This is an optimization exercise on Yosys and OpenROAD, whose aim is small area, not a production implementation. Function was checked by simulation only, so behaviour that the tests miss may differ from the original. Power is estimated from default activity; no workload was simulated.

File: flow/config.mk
export PLATFORM = sky130hd
export DESIGN_NAME = mat_engine_top
export DESIGN_NICKNAME = mat_engine_top
export VERILOG_FILES = /design/flow/design.v
export SDC_FILE = /design/flow/constraint.sdc
export NUM_CORES = 4
export LEC_CHECK = 0
export CAP_MARGIN = 20
export CORE_MARGIN = 2
export CORE_UTILIZATION = 60
export CTS_BUF_LIST = sky130_fd_sc_hd__clkbuf_8
export CTS_CLUSTER_DIAMETER = 60
export CTS_CLUSTER_SIZE = 18
export PLACE_DENSITY = 0.75
export SLEW_MARGIN = 20
File: flow/constraint.sdc
create_clock -name core_clock -period 10.0 [get_ports {clk}]
set_input_delay 2.0000 -clock core_clock [delete_from_list [all_inputs] [get_ports {clk}]]
set_output_delay 2.0000 -clock core_clock [all_outputs]
set_load 0.01 [all_outputs]
File: flow/design.v
`timescale 1ns/1ps
package mat_cfg_pkg;
    localparam int MAT_N  = 4;
    localparam int IDX_W  = 2;
    localparam int ADDR_W = 4;
    localparam int OPND_W = 8;
    localparam int ACC_W  = 20;
    typedef logic signed [OPND_W-1:0] operand_t;
    typedef logic signed [ACC_W-1:0]  acc_t;
    typedef logic [MAT_N*OPND_W-1:0] opnd_row_t;
    typedef logic [MAT_N*ACC_W-1:0] acc_row_t;
endpackage
`timescale 1ns/1ps
package mat_ctrl_pkg;
    typedef enum logic [1:0] {
        OP_NOP    = 2'd0,
        OP_LOAD_A = 2'd1,
        OP_LOAD_B = 2'd2,
        OP_START  = 2'd3
    } host_op_e;
    typedef enum logic [1:0] {
        EX_IDLE,
        EX_MAC,
        EX_STORE
    } exec_state_e;
endpackage
`timescale 1ns/1ps
`timescale 1ns/1ps
`timescale 1ns/1ps
`timescale 1ns/1ps
`timescale 1ns/1ps
module mat_engine_top (
    input  logic        clk,
    input  logic        rst_n,
    input  logic        cmd_valid,
    input  logic [1:0]  cmd_op,
    input  logic [3:0]  cmd_addr,
    input  logic [7:0]  cmd_data,
    input  logic [3:0]  rd_addr,
    output logic [19:0] rd_data,
    output logic        busy,
    output logic        done
);
    localparam int CW = 17;
    logic       act;       
    logic [7:0] step;      
    logic [7:0] step_inc;
    logic [3:0] ph;        
    logic [3:0] ph_inc;
    logic       clr;       
    logic       last;
    logic       cmd_vld_q;
    logic [1:0] cmd_op_q;
    logic [3:0] cmd_addr_q;
    logic [7:0] cmd_data_q;
    logic       take;
    logic       start;
    assign last  = (step == 8'd191);
    assign take  = cmd_vld_q && !busy;
    assign start = take && (cmd_op_q == 2'd3);
    mat_inc #(.W(8)) u_step_inc (.a(step), .y(step_inc));
    mat_inc #(.W(4)) u_ph_inc   (.a(ph),   .y(ph_inc));
    always_ff @(posedge clk or negedge rst_n) begin
        if (!rst_n) begin
            act        <= 1'b0;
            busy       <= 1'b0;
            done       <= 1'b0;
            step       <= '0;
            ph         <= '0;
            clr        <= 1'b1;
            cmd_vld_q  <= 1'b0;
            cmd_data_q <= '0;
        end else begin
            clr        <= 1'b0;
            ph         <= ph_inc;
            cmd_vld_q  <= cmd_valid;
            cmd_data_q <= cmd_data;
            if (start) begin
                act  <= 1'b1;
                busy <= 1'b1;
                step <= '0;
                done <= 1'b0;
            end else if (act) begin
                step <= step_inc;
                if (last) begin
                    act  <= 1'b0;
                    busy <= 1'b0;
                    done <= 1'b1;
                end
            end
        end
    end
    always_ff @(posedge clk) begin
        cmd_op_q   <= cmd_op;
        cmd_addr_q <= cmd_addr;
    end
    logic [7:0]   ring_a [16];
    logic [7:0]   ring_b [16];
    logic [127:0] ring_a_flat;
    logic [127:0] ring_b_flat;
    logic [3:0]   wplace;
    logic         wr_a;
    logic         wr_b;
    mat_add #(.W(4)) u_wplace (.a({cmd_addr_q[1:0], cmd_addr_q[3:2]}), .b(~ph), .ci(1'b0), .y(wplace));
    assign wr_a = take && (cmd_op_q == 2'd1);
    assign wr_b = take && (cmd_op_q == 2'd2);
    always_ff @(posedge clk) begin
        for (int i = 0; i < 16; i++) begin
            ring_a[i] <= (clr || (wr_a && wplace == 4'(i))) ? cmd_data_q : ring_a[(i + 1) % 16];
            ring_b[i] <= (clr || (wr_b && wplace == 4'(i))) ? cmd_data_q : ring_b[(i + 1) % 16];
        end
    end
    always_comb begin
        for (int i = 0; i < 16; i++) begin
            ring_a_flat[i*8 +: 8] = ring_a[i];
            ring_b_flat[i*8 +: 8] = ring_b[i];
        end
    end
    logic [CW-1:0]    ring_c [16];
    logic [16*CW-1:0] ring_c_flat;
    logic [CW-1:0]    nxt;
    mat_mac u_mac (
        .ring_a (ring_a_flat),
        .ring_b (ring_b_flat),
        .c_in   (ring_c[0]),
        .ph     (ph),
        .act    (act),
        .k      (step[5:4]),
        .slc    (step[7:6]),
        .c_out  (nxt)
    );
    always_ff @(posedge clk) begin
        for (int i = 0; i < 15; i++) ring_c[i] <= ring_c[i+1];
        ring_c[15] <= nxt;
    end
    always_comb begin
        for (int i = 0; i < 16; i++) ring_c_flat[i*CW +: CW] = ring_c[i];
    end
    mat_rd_port u_rd (
        .ring_c  (ring_c_flat),
        .rd_addr (rd_addr),
        .ph      (ph),
        .rd_data (rd_data)
    );
endmodule
module mat_mac (
    input  logic [127:0] ring_a,
    input  logic [127:0] ring_b,
    input  logic [16:0]  c_in,
    input  logic [3:0]   ph,
    input  logic         act,
    input  logic [1:0]   k,
    input  logic [1:0]   slc,
    output logic [16:0]  c_out
);
    logic [1:0]  a_tap;
    logic [7:0]  a_op;
    logic [7:0]  b_op;
    logic        s0, s1, s2, neg;
    logic [7:0]  x, y, z;
    logic [16:0] base;
    logic [16:0] u0, u1, u2, sa, ca, sb, cb;
    mat_add #(.W(2)) u_a_tap (.a(k), .b(~ph[3:2]), .ci(1'b1), .y(a_tap));
    assign a_op = ring_a[{a_tap, 2'b00}*8 +: 8];
    always_comb begin
        case ({k, ph[1:0]})
            4'b00_00, 4'b01_01, 4'b10_10, 4'b11_11: b_op = ring_b[0*8 +: 8];
            4'b01_00, 4'b10_01, 4'b11_10:           b_op = ring_b[1*8 +: 8];
            4'b10_00, 4'b11_01:                     b_op = ring_b[2*8 +: 8];
            4'b11_00:                               b_op = ring_b[3*8 +: 8];
            4'b00_01, 4'b01_10, 4'b10_11:           b_op = ring_b[15*8 +: 8];
            4'b00_10, 4'b01_11:                     b_op = ring_b[14*8 +: 8];
            default:                                b_op = ring_b[13*8 +: 8];
        endcase
    end
    always_comb begin
        s0 = 1'b0; s1 = 1'b0; s2 = 1'b0; neg = 1'b0;
        if (act) begin
            case (slc)
                2'd0:    begin s1 = b_op[7]; s0 = b_op[6]; neg = 1'b1; end
                2'd1:    begin s2 = b_op[5]; s1 = b_op[4]; s0 = b_op[3]; end
                default: begin s2 = b_op[2]; s1 = b_op[1]; s0 = b_op[0]; end
            endcase
        end
    end
    always_comb begin
        if (k != 2'd0 || !act) base = c_in;
        else if (slc != 2'd0)  base = {c_in[13:0], 3'b000};
        else                   base = 17'd16;
    end
    assign x  = a_op & {8{s0}};
    assign y  = (a_op & {8{s1}}) ^ {8{neg}};
    assign z  = a_op & {8{s2}};
    assign u0 = 17'({act & ~x[7], x[6:0]});
    assign u1 = 17'({act & ~y[7], y[6:0], 1'b0});
    assign u2 = 17'({act & ~z[7], z[6:0], 2'b00});
    assign sa = base ^ u0 ^ u1;
    assign ca = {(base[15:0] & u0[15:0]) | (base[15:0] & u1[15:0]) | (u0[15:0] & u1[15:0]), 1'b0};
    assign sb = sa ^ ca ^ u2;
    assign cb = {(sa[15:0] & ca[15:0]) | (sa[15:0] & u2[15:0]) | (ca[15:0] & u2[15:0]), 1'b0};
    mat_add #(.W(17)) u_sum (.a(sb), .b(cb), .ci(1'b0), .y(c_out));
endmodule
module mat_rd_port (
    input  logic [16*17-1:0] ring_c,
    input  logic [3:0]       rd_addr,
    input  logic [3:0]       ph,
    output logic [19:0]      rd_data
);
    logic [3:0]  rplace;
    logic [16:0] rv;
    mat_add #(.W(4)) u_rplace (.a({rd_addr[1:0], rd_addr[3:2]}), .b(~ph), .ci(1'b1), .y(rplace));
    assign rv      = ring_c[rplace*17 +: 17];
    assign rd_data = {{3{rv[16] & (|rv[15:0])}}, rv};
endmodule
module mat_add #(parameter int W = 4) (
    input  logic [W-1:0] a,
    input  logic [W-1:0] b,
    input  logic         ci,
    output logic [W-1:0] y
);
    logic [W:0] c;
    always_comb begin
        c[0] = ci;
        for (int i = 0; i < W; i++) begin
            y[i]   = a[i] ^ b[i] ^ c[i];
            c[i+1] = (a[i] & b[i]) | (a[i] & c[i]) | (b[i] & c[i]);
        end
    end
endmodule
module mat_inc #(parameter int W = 4) (
    input  logic [W-1:0] a,
    output logic [W-1:0] y
);
    logic [W:0] c;
    always_comb begin
        c[0] = 1'b1;
        for (int i = 0; i < W; i++) begin
            y[i]   = a[i] ^ c[i];
            c[i+1] = a[i] & c[i];
        end
    end
endmodule
File: flow/run.sh
#!/bin/bash
# synth_recipe.tcl (not shown) runs the flow's synth.tcl, then flattens the netlist and writes it again
# the make line also repeats each setting of config.mk as NAME=value (left out here)
make -C /OpenROAD-flow-scripts/flow DESIGN_CONFIG=/design/flow/config.mk WORK_HOME=/design/flow/orfs CLKGATE_MAP_FILE= SYNTH_SCRIPT=/design/flow/synth_recipe.tcl finish
==> reports/metrics.cfg, run 1 <==
[drt]
wl_per_cell_um = 19.58
viasPerCell = 5.595
drcViolationCount = 0
ant_nets = 0
vias = 9914
firstDrtPassIters = 5
drt_wl_total_mm = 34.70
drt_iter0_markers = 530

[clock_tree]
cts-buffers-inserted = 39
postCtsResizedCells = 0
cts.root.buffer_cell = clkbuf_8
cts_htree_levels = 2
cts_hold_buf = 0
cts.sinks = 559
clk_pin_slew_ns = 0.12
cts.path.max_buffers = 3
tritoncts = built
cts_setup_buffers = 0
clk_latency_ns = 0.58

[sta]
fin_ws_ns = 1.636
finalSetupViolations = 0
finalCritPeriodShare_pct = 83.64
drv_slew = 0
tightest_slew_ns = 1.034
setup_tns_ns = 0
hold_violations = 0
fin_skew_ns = 0.03591
period_minus_slack_ns = 8.364
max_freq_mhz = 119.6
rsz0062_at_grt = false
slew-limit-headroom_pct = 31.08

[logic_synthesis]
syn_nets = 1403
synth_edf_count = 0
synth_ff_type = dfxtp_1
synth_cells = 1332
yosysWarnings = 13
seq_area_frac_synth_pct = 58.71
avgSynthCellArea_um2 = 14.47
syn_area_um2 = 19270
synth_seq_cells = 559
synth_cell_types = 60
synthArstFlopShare_pct = 4.472

[global_route]
grt_max_degree = 58
grt.total_usage_pct = 21.34
antenna_found_initial = 0
grt_pass1_wl_mm = 56.51
grt_pass1_vias = 10276
grt_overflow = 0

[layout]
diodes = 0
final_util_pct = 65.59
multi_input_area_um2 = 7528
finalNonFillerCells = 1772
syn2layout_area_growth_pct = 7.374
final-seq-area_um2 = 11320
fillers = 2373
fin_nets = 1422
drive_gt1_share_pct = 31.61

[critical_path]
cp.required_ns = 10.51
startpoint_type = register
path_common_cell = fa_1
endpoint_kind = register
max_stage_delay_ns = 0.69
crit_type = register to register
slowest_stage = a2111oi_4
crit_arrival_ns = 8.88
worstPathMaxFanout = 8

[placed_design]
io_buffer_count = 42
place_ws_ns = 1.579
dp_hpwl_mm = 23.81
dp.cells = 1712
place.gp.congestion = 0.8462

[power_and_ir_drop]
p_leak_nw = 8.305
p_per_area_nw_per_um2 = 257.9
ir_worst_vdd_mv = 0.1619
power_w = 0.005338

[flow_run]
maxCapViolations = 0

[floorplanning]
row_count = 65
die_w_um = 183.2
dieArea_um2 = 33580
core_um2 = 31560
dieHeight_um = 183.2
start_util_pct = 61.08
pin_count = 43

[worst_hold_path]
min_path_type = register to register

[outcome]
status = complete, no violations

## report_power, final
part / leakage (nW) / internal, W / switching [W] / total [W]
Sequential: 4.77 / 0.00275 / 0.000269 / 0.00302
Clock: 0.398 / 0.000419 / 0.000685 / 0.00110
Combinational: 3.14 / 0.000642 / 0.000571 / 0.00121
Total: 8.31 / 0.00381 / 0.00152 / 0.00534
## area by class of cell
class                   instances  area share (%)
multi-input cells             662           36.38
flip-flops and latches        559           54.69
repair buffers                 51           2.358
clock inverters                15          0.4655
clock buffers                  45           2.993
inverters                      38          0.6892
well taps                     402           2.430
## synth_stat cells, types with 4 or more instances
library cell  number  area (µm²)
and3_1             5       31.28
buf_1              8       30.03
nor3b_1            8       60.06
nor2_1            24       90.09
nand2_1           38       142.6
mux2i_1           63       630.6
a21oi_2           23       201.4
fa_1              27       540.5
a222oi_1           7       70.07
buf_2             14       70.07
clkbuf_1          47       176.4
a32oi_1            4       35.03
nor4_1             4       25.02
mux4_2            78        1757
ha_1              23       287.8
and2_1            16       100.1
o21ai_0           12       60.06
dfrtp_1           24       600.6
a21oi_1           13       65.06
mux2_2           257        2894
xor2_1             4       35.03
dfxtp_1          534       10690
a21o_1             6       45.04
xnor2_1            4       35.03
inv_1             38       142.6
## flip-flops by register name, summed over array words and instances (netlist names)
| name | cells |
|---|---|
| clr | 1 |
| step | 8 |
| busy | 1 |
| ph | 4 |
| cmd_data_q | 8 |
| ring_a | 128 |
| act | 1 |
| cmd_op_q | 2 |
| cmd_addr_q | 4 |
| ring_c | 272 |
| ring_b | 128 |
| done | 1 |
| cmd_vld_q | 1 |
## worst paths after layout
kind	slack (ns)	cells past startpoint	from	endpoint
setup reg to reg	1.64	30	ph[0]	ring_c[15][16]
hold reg to reg	0.34	0	ring_c[14][1]	ring_c[13][1]
max in group asynchronous	7.90	2	rst_n	clr
hold / removal	0.34	0	ring_c[14][1]	ring_c[13][1]
setup / recovery	1.64	30	ph[0]	ring_c[15][16]
min in group asynchronous	1.80	2	rst_n	step[5]
## stage by stage
stage / hold WS [ns] / area (µm²)
6_report: 0.3384 / 20700
5_1_grt: 0.3395 / 20700
4_1_cts: 0.3440 / 20690
3_3_place_gp: 0.3278 / 19980
2_1_floorplan: 0.3259 / 19270
3_5_place_dp: 0.3314 / 19980
## routing by layer
layer	track usage [%]	wire, µm
met1	29.39	16330
met2	34.79	16140
met3	3.296	1196
met4	7.136	1037
met5	0	0
## cell families (layout without fill, tap and decap cells)
kind of cell | count (synthesis) | after routing | synth area share, %
buffers and inverters | 111 | 149 | 2.337
AOI/OAI and AO/OA | 86 | 86 | 3.564
and+or+nand+nor | 117 | 117 | 3.109
adders and majority gates | 50 | 50 | 4.297
DFF | 559 | 559 | 58.71
other | 1 | 1 | 0.01946
xor gates and xnor gates | 9 | 9 | 0.4803
muxes | 399 | 399 | 27.48
## critical path, delay by kind of cell (launching register included)
family / cells / cell delay, ns
adders and majority gates: 17 / 5.20
muxes: 2 / 0.93
and+or+nand+nor: 3 / 0.34
buffers and inverters: 6 / 0.48
xor gates and xnor gates: 1 / 0.11
DFF: 1 / 0.52
AOI/OAI and AO/OA: 1 / 0.69
## cell usage in the layout (no fill, tap or decap), types with 4 or more instances in the layout
cell | netlist | routed
dfxtp_1 | 534 | 534
mux4_2 | 78 | 78
and2_1 | 16 | 16
buf_4 | 2 | 9
mux2i_1 | 63 | 63
xnor2_1 | 4 | 4
dfrtp_1 | 24 | 23
nor3b_1 | 8 | 8
a21oi_1 | 13 | 13
clkbuf_8 | 0 | 45
nand2_1 | 38 | 38
mux2_2 | 257 | 257
a222oi_1 | 7 | 7
nor2_1 | 24 | 24
clkdlybuf4s50_1 | 0 | 42
a21oi_2 | 23 | 23
fa_1 | 27 | 26
a32oi_1 | 4 | 4
inv_1 | 38 | 47
a21o_1 | 6 | 6
nor4_1 | 4 | 4
xor2_1 | 4 | 4
and3_1 | 5 | 5
ha_1 | 23 | 22
o21ai_0 | 12 | 12
==> run 2: changes to the inputs <==
==> flow/flow/run.sh (new file) <==
#!/bin/bash
# The standard layout (the standard.sh: standard synthesis, floorplan,
# placement, CTS, routing) with two changes, passed as ORFS variables:
#  - port buffers are sky130_fd_sc_hd__buf_1 (every input and output port
#    still gets its own buffer);
#  - clock tree synthesis runs without dummy loads, with the same buffer
#    and clustering settings as config.mk.
# standard.sh's own output goes to standard.log; each ORFS step's log is in
# orfs/logs/.
set -euo pipefail
export BUFFER_PORTS_ARGS="-buffer_cell sky130_fd_sc_hd__buf_1"
export CTS_ARGS="-sink_clustering_enable -repair_clock_nets -dont_use_dummy_load -buf_list sky130_fd_sc_hd__clkbuf_8 -sink_clustering_size 18 -sink_clustering_max_diameter 60"
bash standard.sh > standard.log 2>&1
==> flow/standard.sh (new file) <==
#!/bin/bash
# synth_recipe.tcl (not shown) runs the flow's synth.tcl, then flattens the netlist and writes it again
# the make line also repeats each setting of config.mk as NAME=value (left out here)
make -C /OpenROAD-flow-scripts/flow DESIGN_CONFIG=/design/flow/config.mk WORK_HOME=/design/flow/orfs CLKGATE_MAP_FILE= SYNTH_SCRIPT=/design/flow/synth_recipe.tcl "${@:-finish}"
removed: flow/run.sh
==> reports/metrics.cfg, run 2 <==
[critical_path]
max_stage_delay_ns = 0.84  ; +0.15 ns
worst-path-buf-inv = 7  ; +1
crit_arrival_ns = 8.79  ; -0.09 ns
path_delay_family = adder cells
cp.required_ns = 10.51  ; about the same
crit_type = register to register
worstPathMaxFanout = 9  ; +1
endpoint_kind = register
slowest_stage = nor3_1
worst-r2r-setup-slack_ns = 1.72  ; +0.08 ns
path_common_cell = fa_1
startpoint_type = register

[global_route]
antenna_found_initial = 0  ; unchanged
grt_overflow = 0  ; unchanged
grt_max_degree = 69  ; +19%
grt.total_usage_pct = 22.01  ; +0.67 points
grt_pass1_wl_mm = 57.57  ; +1.9%
grt_pass1_vias = 10328  ; +0.51%

[logic_synthesis]
yosysTopAreaCell = dfxtp_1
synthArstFlopShare_pct = 4.472  ; unchanged
synth_seq_cells = 559  ; unchanged
avgSynthCellArea_um2 = 14.47  ; unchanged
synth_top_area_share_pct = 55.46  ; unchanged
synth_edf_count = 0  ; unchanged
syn_area_um2 = 19270  ; unchanged
synth.area.top_cells = dfxtp_1 (55%), mux2_2 (15%), mux4_2 (9.1%)
synth_ff_type = dfxtp_1
syn_nets = 1403  ; unchanged
yosysWarnings = 13  ; unchanged
synthTopCellsByCount = dfxtp_1 (534), mux2_2 (257), mux4_2 (78), mux2i_1 (63), clkbuf_1 (47)
synth_cells = 1332  ; unchanged
synth_most_common_cell = dfxtp_1
seq_area_frac_synth_pct = 58.71  ; unchanged
synth_cell_types = 60  ; unchanged

[clock_tree]
cts.root.buffer_cell = clkbuf_8
cts-buffers-inserted = 38  ; -2.6%
cts_setup_buffers = 0  ; unchanged
clk_pin_slew_ns = 0.10  ; -0.02 ns
tritoncts = built
cts.sinks = 559  ; unchanged
cts_hold_buf = 0  ; unchanged
clk_latency_ns = 0.57  ; about the same
postCtsResizedCells = 0  ; unchanged
cts_htree_levels = 2  ; unchanged
cts.path.max_buffers = 3  ; unchanged

[power_and_ir_drop]
ir_worst_vdd_mv = 0.1356  ; -16%
power_w = 0.005193  ; -2.7%
p_comb_share_pct = 22.8  ; about the same
p_int_w = 0.003700  ; -3.0%
p_per_area_nw_per_um2 = 257.0  ; -0.35%
p_switching_w = 0.001493  ; -2.1%
switching_share_pct = 28.74  ; +0.19 points
clkPwrFrac_pct = 18.9  ; -1.8 points
p_seq_share_pct = 58.2  ; +1.6 points
p_leak_nw = 8.041  ; -3.2%

[drt]
wl_per_cell_um = 20.54  ; +4.9%
drcViolationCount = 0  ; unchanged
viasPerCell = 5.657  ; +1.1%
ant_nets = 0  ; unchanged
drt_iter0_markers = 627  ; +18%
drt_wl_total_mm = 35.83  ; +3.2%
firstDrtPassIters = 6  ; +1
vias = 9865  ; -0.49%

[floorplanning]
core_um2 = 31560  ; unchanged
dieArea_um2 = 33580  ; unchanged
start_util_pct = 61.08  ; unchanged
row_count = 65  ; unchanged
die_w_um = 183.2  ; unchanged
dieHeight_um = 183.2  ; unchanged
pin_count = 43  ; unchanged

[placed_design]
io_buffer_count = 42  ; unchanged
dp_hpwl_mm = 24.29  ; +2.0%
place_ws_ns = 1.733  ; +0.1537 ns
place.gp.congestion = 0.8410  ; -0.61%

[sta]
fin_skew_ns = 0.04352  ; +0.007610 ns
fin_ws_ns = 1.716  ; +0.07969 ns
tightest_slew_ns = 1.051  ; +0.01722 ns
hold_violations = 0  ; unchanged
slew-limit-headroom_pct = 29.93  ; -1.1 points
finalCritPeriodShare_pct = 82.84  ; -0.80 points
period_minus_slack_ns = 8.284  ; -0.07969 ns
setup_tns_ns = 0  ; unchanged
finalSetupViolations = 0  ; unchanged
max_freq_mhz = 120.7  ; +0.96%
rsz0062_at_grt = false
drv_slew = 0  ; unchanged

[worst_hold_path]
min_path_type = register to register

[layout]
largest_register_ffs = 272  ; unchanged
final_common_cell = dfxtp_1
top_register = ring_c
fin_nets = 1415  ; -0.49%
drive_gt1_share_pct = 31.30  ; -0.31 points
reg_top3 = ring_c x272, ring_a x128, ring_b x128
most-common-layout-cells = dfxtp_1 (534), mux2_2 (257), mux4_2 (78)
syn2layout_area_growth_pct = 4.816
diodes = 0  ; unchanged

[flow_run]
maxCapViolations = 0  ; unchanged

[outcome]
status = complete, no violations

## run 2: cell counts after synthesis
Identical to the previous run, type by type.
## run 2: logic make-up after synthesis
kind of cell | Yosys count | synth area share (%)
buffers and inverters | 111 | 2.337
xor gates and xnor gates | 9 | 0.4803
other | 1 | 0.01946
and+or+nand+nor | 117 | 3.109
DFF | 559 | 58.71
muxes | 399 | 27.48
AOI/OAI and AO/OA | 86 | 3.564
adders and majority gates | 50 | 4.297
## run 2: metrics by stage
stage | hold WS, ns | instance area (µm²) | instances | utilization [%]
floorplan | 0.3259 | 19270 | 1332 | -
global placement | 0.3275 | 19670 | 1706 | 62.34
CTS | 0.3227 | 20200 | 1744 | 64.00
finish | 0.3190 | 20200 | 1744 | 64.02
global route | 0.3250 | 20200 | 1744 | 64.02
detailed placement | 0.3328 | 19670 | 1706 | 62.34
## run 2: worst paths after layout
kind | start | cells after the start | to
worst min-delay path | ring_c[10][11] | 0 | ring_c[9][11]
worst max-delay path | ph[0] | 31 | ring_c[15][16]
max in group asynchronous | rst_n | 1 | cmd_data_q[0]
worst max register to register | ph[0] | 31 | ring_c[15][16]
min in group asynchronous | rst_n | 1 | cmd_data_q[3]
worst min register to register | ring_c[10][11] | 0 | ring_c[9][11]
## run 2: power groups by stage
stage / Combinational (W) / Clock (W) / Sequential [W]
2_1_floorplan: 0.000932 / 0 / 0.00294
3_3_place_gp: 0.00119 / 0 / 0.00305
3_5_place_dp: 0.00121 / 0 / 0.00307
4_1_cts: 0.00121 / 0.00101 / 0.00303
5_1_grt: 0.00134 / 0.00110 / 0.00308
6_report: 0.00119 / 0.000984 / 0.00302
## run 2: worst reg2reg max path: cells and delay by family (launching register included)
kind	cells	cell delay, ns
adders and majority gates	17	5.05
and+or+nand+nor	3	1.37
buffers and inverters	7	0.53
DFF	1	0.45
AOI/OAI and AO/OA	2	0.41
muxes	1	0.32
xor gates and xnor gates	1	0.11
## run 2: layout make-up
cell class                      instances  area [µm²]
Fill cell                            2370       11350
Sequential cell                       559       11320
Multi-Input combinational cell        662        7528
Clock buffer                           38       523.0
Tap cell                              402       503.0
Timing Repair Buffer                   45       181.4
Inverter                               38       142.6
## run 2: per-layer routing
layer / track usage (%) / part of all wire [%] / up-vias
li1: - / - / 4718
met1: 31.40 / 49 / 4942
met2: 35.85 / 46 / 147
met3: 2.701 / 3.4 / 58
met4: 5.952 / 2.2 / 0
met5: 0 / 0 / -
==> run 3: changes to the inputs <==
--- a/flow/design.v
+++ b/flow/design.v
@@ -62,2 +62,3 @@
     mat_inc #(.W(4)) u_ph_inc   (.a(ph),   .y(ph_inc));
+    assign busy = act;
     always_ff @(posedge clk or negedge rst_n) begin
@@ -65,5 +66,3 @@
             act        <= 1'b0;
-            busy       <= 1'b0;
             done       <= 1'b0;
-            step       <= '0;
             ph         <= '0;
@@ -79,14 +78,11 @@
                 act  <= 1'b1;
-                busy <= 1'b1;
-                step <= '0;
                 done <= 1'b0;
-            end else if (act) begin
-                step <= step_inc;
-                if (last) begin
-                    act  <= 1'b0;
-                    busy <= 1'b0;
-                    done <= 1'b1;
-                end
+            end else if (act && last) begin
+                act  <= 1'b0;
+                done <= 1'b1;
             end
         end
+    end
+    always_ff @(posedge clk) begin
+        step <= start ? 8'd0 : step_inc;
     end
@@ -211,3 +207,8 @@
     mat_add #(.W(4)) u_rplace (.a({rd_addr[1:0], rd_addr[3:2]}), .b(~ph), .ci(1'b1), .y(rplace));
-    assign rv      = ring_c[rplace*17 +: 17];
+    logic [15:0] rsel;
+    always_comb begin
+        for (int i = 0; i < 16; i++) rsel[i] = (rplace == 4'(i));
+        rv = '0;
+        for (int i = 0; i < 16; i++) rv = rv | (ring_c[i*17 +: 17] & {17{rsel[i]}});
+    end
     assign rd_data = {{3{rv[16] & (|rv[15:0])}}, rv};
==> reports/metrics.cfg, run 3 <==
[drt]
wl_met3_mm = 2.196  ; +78%
wl_met1_mm = 18.73  ; +7.4%
wl_per_cell_um = 21.85  ; +6.4%
drcViolationCount = 0  ; unchanged
ant_nets = 0  ; unchanged
viasPerCell = 5.959  ; +5.3%
drt_iter0_markers = 878  ; +40%
firstDrtPassIters = 9  ; +3
drt_wl_total_mm = 41.89  ; +17%
wl_met2_mm = 19.48  ; +19%
vias = 11423  ; +16%
maxUsedRoutingLayer = met4

[critical_path]
reg2reg_to = ring_c[15][15]
worst-r2r-setup-slack_ns = 1.53  ; -0.19 ns
worstPathMaxFanout = 9  ; unchanged
max_stage_delay_ns = 0.84  ; about the same
reg2reg_depth = 30  ; -3.2%
endpoint_kind = register
crit_arrival_ns = 8.93  ; +0.14 ns
cp.required_ns = 10.46  ; -0.05 ns
crit_start = ph[1]
path_common_cell = fa_1
startpoint_type = register
slowest_stage = nor4b_2
crit_type = register to register
rr_startpoint = ph[1]

[layout]
final_common_cell = dfxtp_1
fin_nets = 1588  ; +12%
reg_top3 = ring_c x272, ring_a x128, ring_b x128
most-common-layout-cells = dfxtp_1 (542), mux2_2 (273), nand2_1 (63)
drive_gt1_share_pct = 23.37  ; -7.9 points
final_cell_area_um2 = 20070  ; -0.66%
top_register = ring_c
largest_register_ffs = 272  ; unchanged
diodes = 0  ; unchanged
syn2layout_area_growth_pct = 4.782  ; about the same

[logic_synthesis]
yosysWarnings = 14  ; +1
synth_ff_type = dfxtp_1
synth.area.top_cells = dfxtp_1 (57%), mux2_2 (16%), fa_1 (2.8%)
syn_nets = 1581  ; +13%
synthArstFlopShare_pct = 2.867  ; -1.6 points
synth_top_area_share_pct = 56.65  ; +1.2 points
synth_cell_types = 68  ; +13%
synth_cells = 1510  ; +13%
synth_seq_cells = 558  ; -0.18%
synth_most_common_cell = dfxtp_1
synthTopCellsByCount = dfxtp_1 (542), mux2_2 (273), nand2_1 (63), clkbuf_1 (58), a21oi_1 (51)
yosysTopAreaCell = dfxtp_1
seq_area_frac_synth_pct = 58.75  ; about the same
synth_edf_count = 0  ; unchanged
syn_area_um2 = 19150  ; -0.63%
avgSynthCellArea_um2 = 12.68  ; -12%

[clock_tree]
cts_htree_levels = 2  ; unchanged
cts_setup_buffers = 0  ; unchanged
cts.root.buffer_cell = clkbuf_8
cts.path.max_buffers = 3  ; unchanged
postCtsResizedCells = 0  ; unchanged
clk_pin_slew_ns = 0.11  ; about the same
cts_hold_buf = 0  ; unchanged
cts.sinks = 558  ; -0.18%
clk_latency_ns = 0.59  ; +0.02 ns
cts-buffers-inserted = 37  ; -2.6%
tritoncts = built

[global_route]
grt_max_degree = 43  ; -38%
grt_pass1_vias = 11416  ; +11%
antenna_found_initial = 0  ; unchanged
grt_pass1_wl_mm = 65.40  ; +14%
grt.total_usage_pct = 25.20  ; +3.2 points
grt_overflow = 0  ; unchanged

[sta]
finalSetupViolations = 0  ; unchanged
drv_slew = 0  ; unchanged
tightest_slew_ns = 1.090  ; +0.03932 ns
period_minus_slack_ns = 8.472  ; +0.1879 ns
setup_tns_ns = 0  ; unchanged
fin_skew_ns = 0.04842  ; +0.004896 ns
finalCritPeriodShare_pct = 84.72  ; +1.9 points
holdWs_ns = 0.3266  ; +0.007623 ns
slew-limit-headroom_pct = 27.31  ; -2.6 points
hold_violations = 0  ; unchanged
max_freq_mhz = 118.0  ; -2.2%
rsz0062_at_grt = false
fin_ws_ns = 1.528  ; -0.1879 ns

[floorplanning]
start_util_pct = 60.85  ; -0.23 points
die_w_um = 182.7  ; -0.31%
dieHeight_um = 182.7  ; -0.31%
dieArea_um2 = 33370  ; -0.62%
pin_count = 43  ; unchanged
row_count = 65  ; unchanged
core_um2 = 31470  ; -0.26%

[power_and_ir_drop]
ir_worst_vdd_mv = 0.2151  ; +59%
power_w = 0.005752  ; +11%
p_per_area_nw_per_um2 = 286.6  ; +11%
p_leak_nw = 7.975  ; -0.82%

[placed_design]
dp_hpwl_mm = 28.78  ; +18%
io_buffer_count = 42  ; unchanged
placed_area_um2 = 19530  ; -0.71%
place_ws_ns = 1.629  ; -0.1037 ns
place.gp.congestion = 0.9036  ; +7.4%

[outcome]
status = complete, no violations

[worst_hold_path]
hold_start = ring_c[7][1]
min_to = ring_c[6][1]
hold_path_depth = 0  ; unchanged
min_path_type = register to register

[flow_run]
maxCapViolations = 0  ; unchanged

-- run 3: changes by cell type in the layout (fill, tap and decap cells not counted), moves of 14 or more --
cell,delta
mux2i_1,-33
a21oi_2,-23
nand2_1,+25
a22oi_1,+32
mux2_2,+16
a21oi_1,+38
o21ai_0,+15
a22o_1,+14
a221oi_1,+21
mux4_2,-68
-- run 3: cell type report --
| cell class | count | area (µm²) |
|---|---|---|
| Clock buffer | 37 | 509.2 |
| Inverter | 40 | 150.1 |
| Sequential cell | 558 | 11260 |
| Timing Repair Buffer | 58 | 285.3 |
| Multi-Input combinational cell | 822 | 7366 |
| Tap cell | 402 | 503.0 |
| Fill cell | 2494 | 11400 |
-- run 3: worst max-delay path: cells and delay by family (launching register included) --
| family | cells | cell delay [ns] |
|---|---|---|
| fa+ha+maj | 17 | 5.55 |
| buf+inv | 7 | 0.53 |
| simple gates | 4 | 1.51 |
| compound gates | 1 | 0.20 |
| xor+xnor | 1 | 0.16 |
| flops | 1 | 0.43 |
-- run 3: how the worst max path moves through the flow --
stage	to	cells past startpoint
6_report	ring_c[15][15]	30
5_1_grt	ring_c[15][15]	30
4_1_cts	ring_c[15][15]	30
3_5_place_dp	ring_c[15][15]	30
3_3_place_gp	ring_c[15][15]	30
2_1_floorplan	ring_c[15][15]	29
-- run 3: logic make-up after synthesis --
family                   share of synthesized area, %
multiplexers                                    18.79
AND/OR/NAND/NOR                                 5.494
buffers and inverters                           2.835
other                                         0.01958
AO/OA/AOI/OAI                                   8.845
flip-flops                                      58.75
adder cells (fa/ha/maj)                         4.325
XOR/XNOR                                       0.9406
-- run 3: report_power, final --
| part | internal [W] | leakage, nW | switching, W | total [W] |
|---|---|---|---|---|
| logic | 0.000721 | 2.98 | 0.000899 | 0.00162 |
| clock network | 0.000335 | 0.266 | 0.000639 | 0.000975 |
| registers | 0.00282 | 4.73 | 0.000335 | 0.00316 |
-- run 3: per-stage QoR --
stage               utilization [%]  instances
global placement              62.06       1878
finish                        63.76       1917
detailed placement            62.06       1878
CTS                           63.68       1915
floorplan                         -       1510
global route                  63.76       1917
-- run 3: metal layers --
metal	global-route usage (%)	vias up
met5	0	-
met4	8.742	0
met3	3.273	86
met2	41.81	360
met1	34.18	5604
li1	-	5373
==> run 4: changes to the inputs <==
--- a/flow/design.v
+++ b/flow/design.v
@@ -50,7 +50,4 @@
     logic       clr;       
+    logic       seen;      
     logic       last;
-    logic       cmd_vld_q;
-    logic [1:0] cmd_op_q;
-    logic [3:0] cmd_addr_q;
-    logic [7:0] cmd_data_q;
     logic       take;
@@ -58,20 +55,18 @@
     assign last  = (step == 8'd191);
-    assign take  = cmd_vld_q && !busy;
-    assign start = take && (cmd_op_q == 2'd3);
+    assign clr   = !seen && (ph == 4'd0);
+    assign take  = cmd_valid && (!act || last);
+    assign start = take && (cmd_op == 2'd3);
     mat_inc #(.W(8)) u_step_inc (.a(step), .y(step_inc));
     mat_inc #(.W(4)) u_ph_inc   (.a(ph),   .y(ph_inc));
-    assign busy = act;
     always_ff @(posedge clk or negedge rst_n) begin
         if (!rst_n) begin
-            act        <= 1'b0;
-            done       <= 1'b0;
-            ph         <= '0;
-            clr        <= 1'b1;
-            cmd_vld_q  <= 1'b0;
-            cmd_data_q <= '0;
+            act  <= 1'b0;
+            busy <= 1'b0;
+            done <= 1'b0;
+            ph   <= '0;
+            seen <= 1'b0;
         end else begin
-            clr        <= 1'b0;
-            ph         <= ph_inc;
-            cmd_vld_q  <= cmd_valid;
-            cmd_data_q <= cmd_data;
+            seen <= seen || (ph != 4'd0);
+            ph   <= ph_inc;
+            busy <= act && !last;
             if (start) begin
@@ -88,6 +83,2 @@
     end
-    always_ff @(posedge clk) begin
-        cmd_op_q   <= cmd_op;
-        cmd_addr_q <= cmd_addr;
-    end
     logic [7:0]   ring_a [16];
@@ -99,9 +90,11 @@
     logic         wr_b;
-    mat_add #(.W(4)) u_wplace (.a({cmd_addr_q[1:0], cmd_addr_q[3:2]}), .b(~ph), .ci(1'b0), .y(wplace));
-    assign wr_a = take && (cmd_op_q == 2'd1);
-    assign wr_b = take && (cmd_op_q == 2'd2);
+    logic [7:0]   wd;
+    mat_add #(.W(4)) u_wplace (.a({cmd_addr[1:0], cmd_addr[3:2]}), .b(~ph), .ci(1'b0), .y(wplace));
+    assign wr_a = take && (cmd_op == 2'd1);
+    assign wr_b = take && (cmd_op == 2'd2);
+    assign wd   = clr ? 8'd0 : cmd_data;
     always_ff @(posedge clk) begin
         for (int i = 0; i < 16; i++) begin
-            ring_a[i] <= (clr || (wr_a && wplace == 4'(i))) ? cmd_data_q : ring_a[(i + 1) % 16];
-            ring_b[i] <= (clr || (wr_b && wplace == 4'(i))) ? cmd_data_q : ring_b[(i + 1) % 16];
+            ring_a[i] <= (clr || (wr_a && wplace == 4'(i))) ? wd : ring_a[(i + 1) % 16];
+            ring_b[i] <= (clr || (wr_b && wplace == 4'(i))) ? wd : ring_b[(i + 1) % 16];
         end
--- a/flow/flow/run.sh
+++ b/flow/flow/run.sh
@@ -2,3 +2,7 @@
 # The standard layout (the standard.sh: standard synthesis, floorplan,
-# placement, CTS, routing) with two changes, passed as ORFS variables:
+# placement, CTS, routing) with three changes, passed as ORFS variables:
+#  - after the floorplan, OpenROAD's restructure re-synthesizes the
+#    combinational logic for area, twice (flow/restructure.tcl; registers are kept,
+#    ABC gets the library without the DONT_USE_CELLS, made by
+#    flow/filter_lib.py);
 #  - port buffers are sky130_fd_sc_hd__buf_1 (every input and output port
@@ -7,5 +11,8 @@
 #    and clustering settings as config.mk.
-# standard.sh's own output goes to standard.log; each ORFS step's log is in
-# orfs/logs/.
+# standard.sh's output goes to standard.log; each ORFS step's log is in
+# orfs/logs/, and ABC's log of the restructure in orfs/results/.../rmp/.
 set -euo pipefail
+here=$(pwd)
+export RMP_FILTER="$here/flow/filter_lib.py"
+export POST_FLOORPLAN_TCL="$here/flow/restructure.tcl"
 export BUFFER_PORTS_ARGS="-buffer_cell sky130_fd_sc_hd__buf_1"
==> flow/flow/filter_lib.py (new file) <==
#!/usr/bin/env python3
"""Copy a Liberty file, leaving out the cells whose names match any of the
given glob patterns (the platform's DONT_USE_CELLS), so that a tool that
reads the library directly cannot pick them."""
import fnmatch
import sys

src, dst = sys.argv[1], sys.argv[2]
pats = sys.argv[3:]
out = []
skip_depth = None
depth = 0
with open(src) as f:
    for line in f:
        s = line.strip()
        if skip_depth is None and s.startswith('cell') and '(' in s:
            name = s[s.index('(') + 1:s.index(')')].strip().strip('"')
            if any(fnmatch.fnmatchcase(name, p) for p in pats):
                skip_depth = depth
        opens = line.count('{')
        closes = line.count('}')
        if skip_depth is None:
            out.append(line)
        depth += opens - closes
        if skip_depth is not None and depth <= skip_depth and (opens or closes):
            skip_depth = None
with open(dst, 'w') as f:
    f.writelines(out)
==> flow/flow/restructure.tcl (new file) <==
# POST_FLOORPLAN hook: area-oriented re-synthesis of the combinational
# logic with OpenROAD's restructure (ABC), run twice. Registers are not touched. ABC
# reads the library file directly, so it gets a copy without the cells on
# DONT_USE_CELLS. If anything here fails, the floorplan goes on unchanged.
set rmp_dir [file join $::env(RESULTS_DIR) rmp]
file mkdir $rmp_dir
set rmp_lib [file join $rmp_dir area.lib]
if { [catch {
  exec python3 $::env(RMP_FILTER) [lindex $::env(LIB_FILES) 0] $rmp_lib {*}$::env(DONT_USE_CELLS)
} msg] } {
  puts "restructure skipped: $msg"
} else {
  report_design_area
  restructure -target area \
    -liberty_file $rmp_lib \
    -tielo_port [join $::env(TIELO_CELL_AND_PORT) /] \
    -tiehi_port [join $::env(TIEHI_CELL_AND_PORT) /] \
    -work_dir $rmp_dir -abc_logfile [file join $rmp_dir abc.log]
  restructure -target area \
    -liberty_file $rmp_lib \
    -tielo_port [join $::env(TIELO_CELL_AND_PORT) /] \
    -tiehi_port [join $::env(TIEHI_CELL_AND_PORT) /] \
    -work_dir $rmp_dir -abc_logfile [file join $rmp_dir abc2.log]
  report_design_area
}
--- a/flow/config.mk
+++ b/flow/config.mk
@@ -7,2 +7,3 @@
 export LEC_CHECK = 0
+export ABC_AREA = 1
 export CAP_MARGIN = 20
==> reports/metrics.cfg, run 4 <==
[layout]
syn2layout_area_growth_pct = -3.774
top_register = ring_c
fillers = 2667  ; +6.9%
final_util_pct = 58.69  ; -5.1 points
final_common_cell = dfxtp_1
final-seq-area_um2 = 10930  ; -2.9%
drive_gt1_share_pct = 3.785  ; -20 points
multi_input_area_um2 = 5954  ; -19%
most-common-layout-cells = dfxtp_1 (536), o21ai_0 (277), nand2_1 (271)
fin_nets = 1846  ; +16%
largest_register_ffs = 272  ; unchanged
reg_top3 = ring_c x272, ring_a x128, ring_b x128

[drt]
wl_per_cell_um = 19.21  ; -12%
viasPerCell = 6.112  ; +2.6%
drt_wl_total_mm = 42.77  ; +2.1%
vias = 13605  ; +19%
ant_nets = 0  ; unchanged
drt_iter0_markers = 1625  ; +85%
firstDrtPassIters = 9  ; unchanged
drcViolationCount = 0  ; unchanged

[sta]
hold_violations = 0  ; unchanged
holdWs_ns = 0.3218  ; -0.004770 ns
fin_ws_ns = 1.924  ; +0.3964 ns
period_minus_slack_ns = 8.076  ; -0.3964 ns
slew-limit-headroom_pct = 24.65  ; -2.7 points
setup_tns_ns = 0  ; unchanged
rsz0062_at_grt = false
finalCritPeriodShare_pct = 80.76  ; -4.0 points
fin_skew_ns = 0.07645  ; +0.02803 ns
finalSetupViolations = 0  ; unchanged
drv_slew = 0  ; unchanged
max_freq_mhz = 123.8  ; +4.9%
tightest_slew_ns = 1.126  ; +0.03585 ns

[logic_synthesis]
synth_most_common_cell = nand2_1
synth_ff_type = dfxtp_1
yosysTopAreaCell = dfxtp_1
synth_top_area_share_pct = 55.61  ; -1.0 points
synth_cells = 2260  ; +50%
seq_area_frac_synth_pct = 56.65  ; -2.1 points
yosysWarnings = 14  ; unchanged
synth_cell_types = 43  ; -37%
synth.area.top_cells = dfxtp_1 (56%), nand2_1 (12%), o21ai_0 (6.4%)
synth_edf_count = 0  ; unchanged
syn_area_um2 = 19290  ; +0.74%
synthTopCellsByCount = nand2_1 (607), dfxtp_1 (536), o21ai_0 (246), nand3_1 (189), nor2_1 (152)
synth_seq_cells = 544  ; -2.5%
synthArstFlopShare_pct = 1.471  ; -1.4 points
avgSynthCellArea_um2 = 8.538  ; -33%
syn_nets = 2332  ; +48%

[placed_design]
place_ws_ns = 2.128  ; +0.4984 ns
io_buffer_count = 42  ; unchanged
place.gp.congestion = 0.9274  ; +2.6%
dp_hpwl_mm = 29.17  ; +1.3%

[flow_run]
maxCapViolations = 0  ; unchanged

[global_route]
grt.total_usage_pct = 25.22  ; about the same
grt_pass1_vias = 12862  ; +13%
grt_pass1_wl_mm = 67.83  ; +3.7%
grt_max_degree = 33  ; -23%
antenna_found_initial = 1  ; +1
grt_overflow = 0  ; unchanged

[floorplanning]
core_um2 = 31640  ; +0.52%
row_count = 65  ; unchanged
pin_count = 43  ; unchanged
dieHeight_um = 183.3  ; +0.36%
die_w_um = 183.3  ; +0.36%
dieArea_um2 = 33610  ; +0.72%
start_util_pct = 60.99  ; +0.13 points

[clock_tree]
cts.root.buffer_cell = clkbuf_8
cts.sinks = 544  ; -2.5%
cts_htree_levels = 2  ; unchanged
cts_hold_buf = 0  ; unchanged
cts.path.max_buffers = 3  ; unchanged
clk_latency_ns = 0.58  ; about the same
cts-buffers-inserted = 38  ; +2.7%
cts_setup_buffers = 0  ; unchanged
tritoncts = built
postCtsResizedCells = 0  ; unchanged
clk_pin_slew_ns = 0.11  ; about the same

[critical_path]
slowest_stage = nor2_1
crit_arrival_ns = 6.08  ; -2.85 ns
reg2reg_depth = 31  ; +3.3%
startpoint_type = input pin
cp.required_ns = 8.00  ; -2.46 ns
crit_type = input pin to output port
crit_chain = buf_1 -> nor2_1 -> clkinv_1 -> o21ai_0 -> o21ai_0 -> or2_0 -> a22oi_1 -> o2bb2ai_1 -> clkinv_1 -> nor2_1 -> clkinv_1 -> buf_4 -> nor2_1 -> buf_4 -> a22oi_1 -> nand4_1 -> a221oi_1 -> o2111ai_1 -> nor4_1 -> a41oi_1 -> buf_1
endpoint_kind = output port
worstPathMaxFanout = 17  ; +8
max_stage_delay_ns = 0.55  ; -0.29 ns

[power_and_ir_drop]
power_w = 0.005198  ; -9.6%
p_per_area_nw_per_um2 = 280.0  ; -2.3%
ir_worst_vdd_mv = 0.1312  ; -39%
p_leak_nw = 6.658  ; -17%

[worst_hold_path]
hold_path_depth = 0  ; unchanged
min_path_type = register to register

[outcome]
status = complete, no violations

-- run 4: cell types whose count changed after synthesis, sizes merged, moves of 23 or more --
| cell | previous run | this run |
|---|---|---|
| nand2 | 63 | 618 |
| a22oi | 34 | 3 |
| buf | 32 | 63 |
| nand3 | 12 | 192 |
| a221oi | 25 | 2 |
| mux2 | 273 | 0 |
| mux2i | 30 | 7 |
| nor2 | 37 | 162 |
| nand4 | 5 | 77 |
| inv | 40 | 137 |
| o21ai | 29 | 284 |
-- run 4: cells by family after synthesis --
family                   after synthesis  share of synthesized area, %
flip-flops                           544                         56.65
AND/OR/NAND/NOR                     1055                         23.44
adder cells (fa/ha/maj)               51                         4.358
buffers and inverters                260                         5.765
multiplexers                           7                        0.3632
AO/OA/AOI/OAI                        335                         9.066
XOR/XNOR                               8                        0.3632
-- run 4: worst paths after layout --
kind                             endpoint  slack [ns]           from
max                           rd_data[17]        1.92     rd_addr[2]
min                         ring_c[13][4]        0.32  ring_c[14][4]
max reg2reg                ring_c[15][16]        2.31          ph[1]
min reg2reg                 ring_c[13][4]        0.32  ring_c[14][4]
max in group asynchronous            busy        8.20          rst_n
min in group asynchronous           ph[3]        1.40          rst_n
-- run 4: layer usage --
metal | wire, µm | vias to the layer above | GRT usage (%)
li1 | - | 6431 | -
met1 | 19140 | 6446 | 35.73
met2 | 18980 | 629 | 39.74
met3 | 3550 | 99 | 4.130
met4 | 1099 | 0 | 7.872
met5 | 0 | - | 0
-- run 4: power by group --
part | internal, W | total [W] | switching, W
Sequential | 0.00272 | 0.00306 | 0.000341
Clock | 0.000344 | 0.000970 | 0.000627
Combinational | 0.000423 | 0.00117 | 0.000748
-- run 4: metrics by stage --
stage | instances | area (µm²)
CTS | 2225 | 18560
floorplan | 2260 | 19290
finish | 2226 | 18570
detailed placement | 2187 | 18030
global route | 2226 | 18570
global placement | 2187 | 18030
-- run 4: critical path: cells and delay by family --
| family | cells | cell delay [ns] |
|---|---|---|
| simple gates | 6 | 1.39 |
| buf+inv | 7 | 1.21 |
| compound gates | 8 | 1.47 |
-- run 4: area by class of cell --
cell class	instances	area share, %
flip-flops and latches	544	58.87
multi-input cells	1093	32.07
clock buffers	38	2.817
well taps	402	2.709
repair buffers	68	1.900
inverters	80	1.617
diodes	1	0.01348
==> run 5: changes to the inputs <==
--- a/flow/design.v
+++ b/flow/design.v
@@ -50,3 +50,3 @@
     logic       clr;       
-    logic       seen;      
+    logic       clr_n;     
     logic       last;
@@ -55,3 +55,3 @@
     assign last  = (step == 8'd191);
-    assign clr   = !seen && (ph == 4'd0);
+    assign clr   = !clr_n;
     assign take  = cmd_valid && (!act || last);
@@ -66,5 +66,5 @@
             ph   <= '0;
-            seen <= 1'b0;
+            clr_n <= 1'b0;
         end else begin
-            seen <= seen || (ph != 4'd0);
+            clr_n <= clr_n || !ph[0];
             ph   <= ph_inc;
==> reports/metrics.cfg, run 5 <==
[sta]
rsz0062_at_grt = false
tightest_slew_ns = 1.153  ; +0.02649 ns
max_freq_mhz = 121.5  ; -1.9%
drv_slew = 0  ; unchanged
fin_ws_ns = 1.772  ; -0.1525 ns
finalSetupViolations = 0  ; unchanged
finalCritPeriodShare_pct = 82.29  ; +1.5 points
period_minus_slack_ns = 8.229  ; +0.1525 ns
hold_violations = 0  ; unchanged
slew-limit-headroom_pct = 22.57  ; -2.1 points
holdWs_ns = 0.3406  ; +0.01874 ns
setup_tns_ns = 0  ; unchanged
fin_skew_ns = 0.02473  ; -0.05172 ns

[flow_run]
maxCapViolations = 0  ; unchanged

[critical_path]
worstPathMaxFanout = 15  ; -2
path_delay_family = simple AND/OR/NAND/NOR gates
startpoint_type = input pin
crit_start = rd_addr[2]
reg2reg_depth = 29  ; -6.5%
crit_arrival_ns = 6.23  ; +0.15 ns
slowest_stage = nor2_1
crit_type = input pin to output port
endpoint_kind = output port
worst-path-buf-inv = 5  ; -2
worst-r2r-setup-slack_ns = 2.54  ; +0.23 ns
crit_chain = buf_1 -> nor2_1 -> clkinv_1 -> o21ai_0 -> o21ai_0 -> or2_0 -> a22oi_1 -> o2bb2ai_1 -> clkinv_1 -> nor2_1 -> clkinv_1 -> nor2_1 -> a22oi_1 -> nand4_1 -> a221oi_1 -> o2111ai_1 -> nor4_1 -> a41oi_1 -> buf_1
rr_startpoint = ph[1]
cp.required_ns = 8.00  ; about the same
reg2reg_to = ring_c[15][16]
max_stage_delay_ns = 0.68  ; +0.13 ns

[global_route]
antenna_found_initial = 3  ; +2
grt_pass1_vias = 11619  ; -9.7%
grt_max_degree = 42  ; +27%
grt.total_usage_pct = 24.17  ; -1.1 points
grt_pass1_wl_mm = 64.36  ; -5.1%
grt_overflow = 0  ; unchanged

[logic_synthesis]
yosysWarnings = 14  ; unchanged
synth_edf_count = 0  ; unchanged
synth_top_area_share_pct = 55.45  ; -0.17 points
avgSynthCellArea_um2 = 8.667  ; +1.5%
synth-compound-area-share_pct = 9.840  ; +0.77 points
syn_nets = 2305  ; -1.2%
yosysTopAreaCell = dfxtp_1
synth_top_family_by_area = simple AND/OR/NAND/NOR gates
synth_seq_cells = 544  ; unchanged
synth_most_common_cell = nand2_1
synthSimpleGateAreaFrac_pct = 22.83  ; -0.61 points
synth_mux_area_share_pct = 0.3621  ; -0.0011 points
synth_cells = 2233  ; -1.2%
syn_area_um2 = 19350  ; +0.30%
seq_area_frac_synth_pct = 56.48  ; -0.17 points
synth_xor_area_share_pct = 0.3621  ; -0.0011 points
synthArstFlopShare_pct = 1.471  ; unchanged
synth_fa_ha_area_share_pct = 4.345  ; -0.013 points
synth.area.top_cells = dfxtp_1 (55%), nand2_1 (12%), o21ai_0 (5.5%)
synthTopCellsByCount = nand2_1 (604), dfxtp_1 (536), o21ai_0 (211), nand3_1 (187), nor2_1 (135)
synth_cell_types = 44  ; +2.3%
synth_ff_type = dfxtp_1

[drt]
drt_iter0_markers = 1237  ; -24%
vias = 12190  ; -10%
wl_per_cell_um = 20.15  ; +4.9%
drt_wl_total_mm = 40.25  ; -5.9%
ant_nets = 0  ; unchanged
firstDrtPassIters = 6  ; -3
drcViolationCount = 0  ; unchanged
viasPerCell = 6.104  ; -0.13%

[worst_hold_path]
min_path_type = register to register
min_to = ring_c[1][5]
hold_start = ring_c[2][5]
hold_path_depth = 0  ; unchanged

[clock_tree]
clk_latency_ns = 0.59  ; about the same
tritoncts = built
cts_htree_levels = 2  ; unchanged
cts.path.max_buffers = 3  ; unchanged
cts-buffers-inserted = 37  ; -2.6%
cts_hold_buf = 0  ; unchanged
cts_setup_buffers = 0  ; unchanged
cts.sinks = 544  ; unchanged
cts.root.buffer_cell = clkbuf_8
postCtsResizedCells = 0  ; unchanged
clk_pin_slew_ns = 0.10  ; about the same

[placed_design]
place.gp.congestion = 0.8921  ; -3.8%
place_ws_ns = 1.900  ; -0.2279 ns
io_buffer_count = 42  ; unchanged
dp_hpwl_mm = 27.35  ; -6.2%

[floorplanning]
row_count = 65  ; unchanged
dieArea_um2 = 33710  ; +0.29%
core_um2 = 31640  ; unchanged
die_w_um = 183.6  ; +0.15%
start_util_pct = 61.17  ; +0.18 points
dieHeight_um = 183.6  ; +0.15%
pin_count = 43  ; unchanged

[layout]
fin_nets = 1616  ; -12%
top_register = ring_c
final_common_cell = dfxtp_1
syn2layout_area_growth_pct = -4.494
reg_top3 = ring_c x272, ring_a x128, ring_b x128
largest_register_ffs = 272  ; unchanged
most-common-layout-cells = dfxtp_1 (536), o2bb2ai_1 (233), clkinv_1 (88)
drive_gt1_share_pct = 4.080  ; +0.30 points

[outcome]
status = complete, no violations

[power_and_ir_drop]
p_per_area_nw_per_um2 = 174.4  ; -38%
p_leak_nw = 6.288  ; -5.6%
ir_worst_vdd_mv = 0.1264  ; -3.7%

## run 5: changes by cell type after synthesis, sizes merged, moves of 5 or more
| cell | change |
|---|---|
| or2 | +8 |
| a22o | +5 |
| nand2 | -8 |
| inv | -10 |
| nor2 | -15 |
| a21oi | -8 |
| a31oi | +8 |
## run 5: layer usage
layer / part of all wire, % / vias to the layer above / wire length, µm / GRT usage (%)
met1: 46 / 5672 / 18440 / 33.43
met5: 0.040 / - / 16 / 0
li1: - / 6090 / - / -
met3: 6.5 / 75 / 2623 / 4.596
met4: 2.4 / 2 / 971 / 7.264
met2: 45 / 351 / 18200 / 38.58
## run 5: cell families (layout without fill, tap and decap cells)
kind of cell / count (synthesis) / count (layout)
other: 0 / 2
muxes: 7 / 0
DFF: 544 / 544
xor gates and xnor gates: 8 / 3
AOI/OAI and AO/OA: 339 / 617
adders and majority gates: 51 / 0
and+or+nand+nor: 1036 / 236
buffers and inverters: 248 / 193
## run 5: worst register-to-register path, delay by kind of cell, from the launching register on
family / cells / cell delay (ns)
and+or+nand+nor: 10 / 2.05
DFF: 1 / 0.55
buffers and inverters: 2 / 0.65
AOI/OAI and AO/OA: 17 / 4.13
## run 5: area by class of cell
class / instances / area, µm²
Antenna cell: 2 / 5.005
Clock buffer: 37 / 509.2
Fill cell: 2641 / 13150
Inverter: 88 / 330.3
Multi-Input combinational cell: 856 / 5852
Sequential cell: 544 / 10930
Tap cell: 402 / 503.0
Timing Repair Buffer: 68 / 352.8
## run 5: how the worst max path moves through the flow
| stage | endpoint | slack (ns) | depth (start not counted) |
|---|---|---|---|
| final | rd_data[18] | 1.77 | 19 |
| after global routing | rd_data[18] | 1.48 | 19 |
| after CTS | rd_data[18] | 1.87 | 19 |
| after detailed placement | rd_data[18] | 1.90 | 19 |
| after global placement | rd_data[18] | 2.05 | 19 |
| after floorplan | ring_c[15][15] | 2.51 | 31 |
## run 5: report_power, final
| part | leakage (nW) | internal, W | switching (W) |
|---|---|---|---|
| Combinational | 1.61 | 0.0000267 | 0.0000727 |
| Sequential | 4.42 | 0.00217 | 0 |
| Clock | 0.266 | 0.000335 | 0.000624 |
## run 5: through the flow
step | area, µm² | power, W | util, % | std cells
after floorplan | 19350 | 0.002319 | - | 2233
after global placement | 17970 | 0.002313 | 56.79 | 1958
after detailed placement | 17970 | 0.002314 | 56.79 | 1958
after CTS | 18480 | 0.003245 | 58.40 | 1995
after global routing | 18480 | 0.003342 | 58.41 | 1995
final | 18480 | 0.003224 | 58.42 | 1997

static timing again, ports no longer ideal:
The results above use ideal ports. As a check the final layouts listed here were re-extracted and re-timed, cells and wires unchanged.
Step 1 sets driving cells, clkbuf_16 on the clock port and buf_2 on the other inputs (assumed; they add their load-dependent delay and slew).
Step 2 moves the port delays by t, midway between the first and last clock arrival at a register: inputs arrive t later, outputs are due t later. That takes back most of the time a late clock gives input paths.
Three values: no drivers, after step 1, after step 2; two values: the first two.
run	shift t [ns]	setup WS [ns]	hold WS [ns]	slew at the worst register clock pin (ns)
run 1	0.609	1.636 / 1.636 / 1.636	0.338 / 0.338 / 0.338	0.12 / 0.12
run 2	0.598	1.716 / 1.716 / 1.716	0.319 / 0.319 / 0.319	0.11 / 0.11
run 3	0.610	1.528 / 1.528 / 1.528	0.327 / 0.327 / 0.327	0.11 / 0.11
run 4	0.593	1.924 / 1.900 / 1.900	0.322 / 0.322 / 0.322	0.11 / 0.11
run 5	0.622	1.771 / 1.752 / 1.752	0.341 / 0.341 / 0.341	0.11 / 0.11
After both steps every run listed still meets setup and hold. For run 4, which loses most, drivers alone change the setup slack by -0.024 ns; drivers and shift together by -0.024 ns.
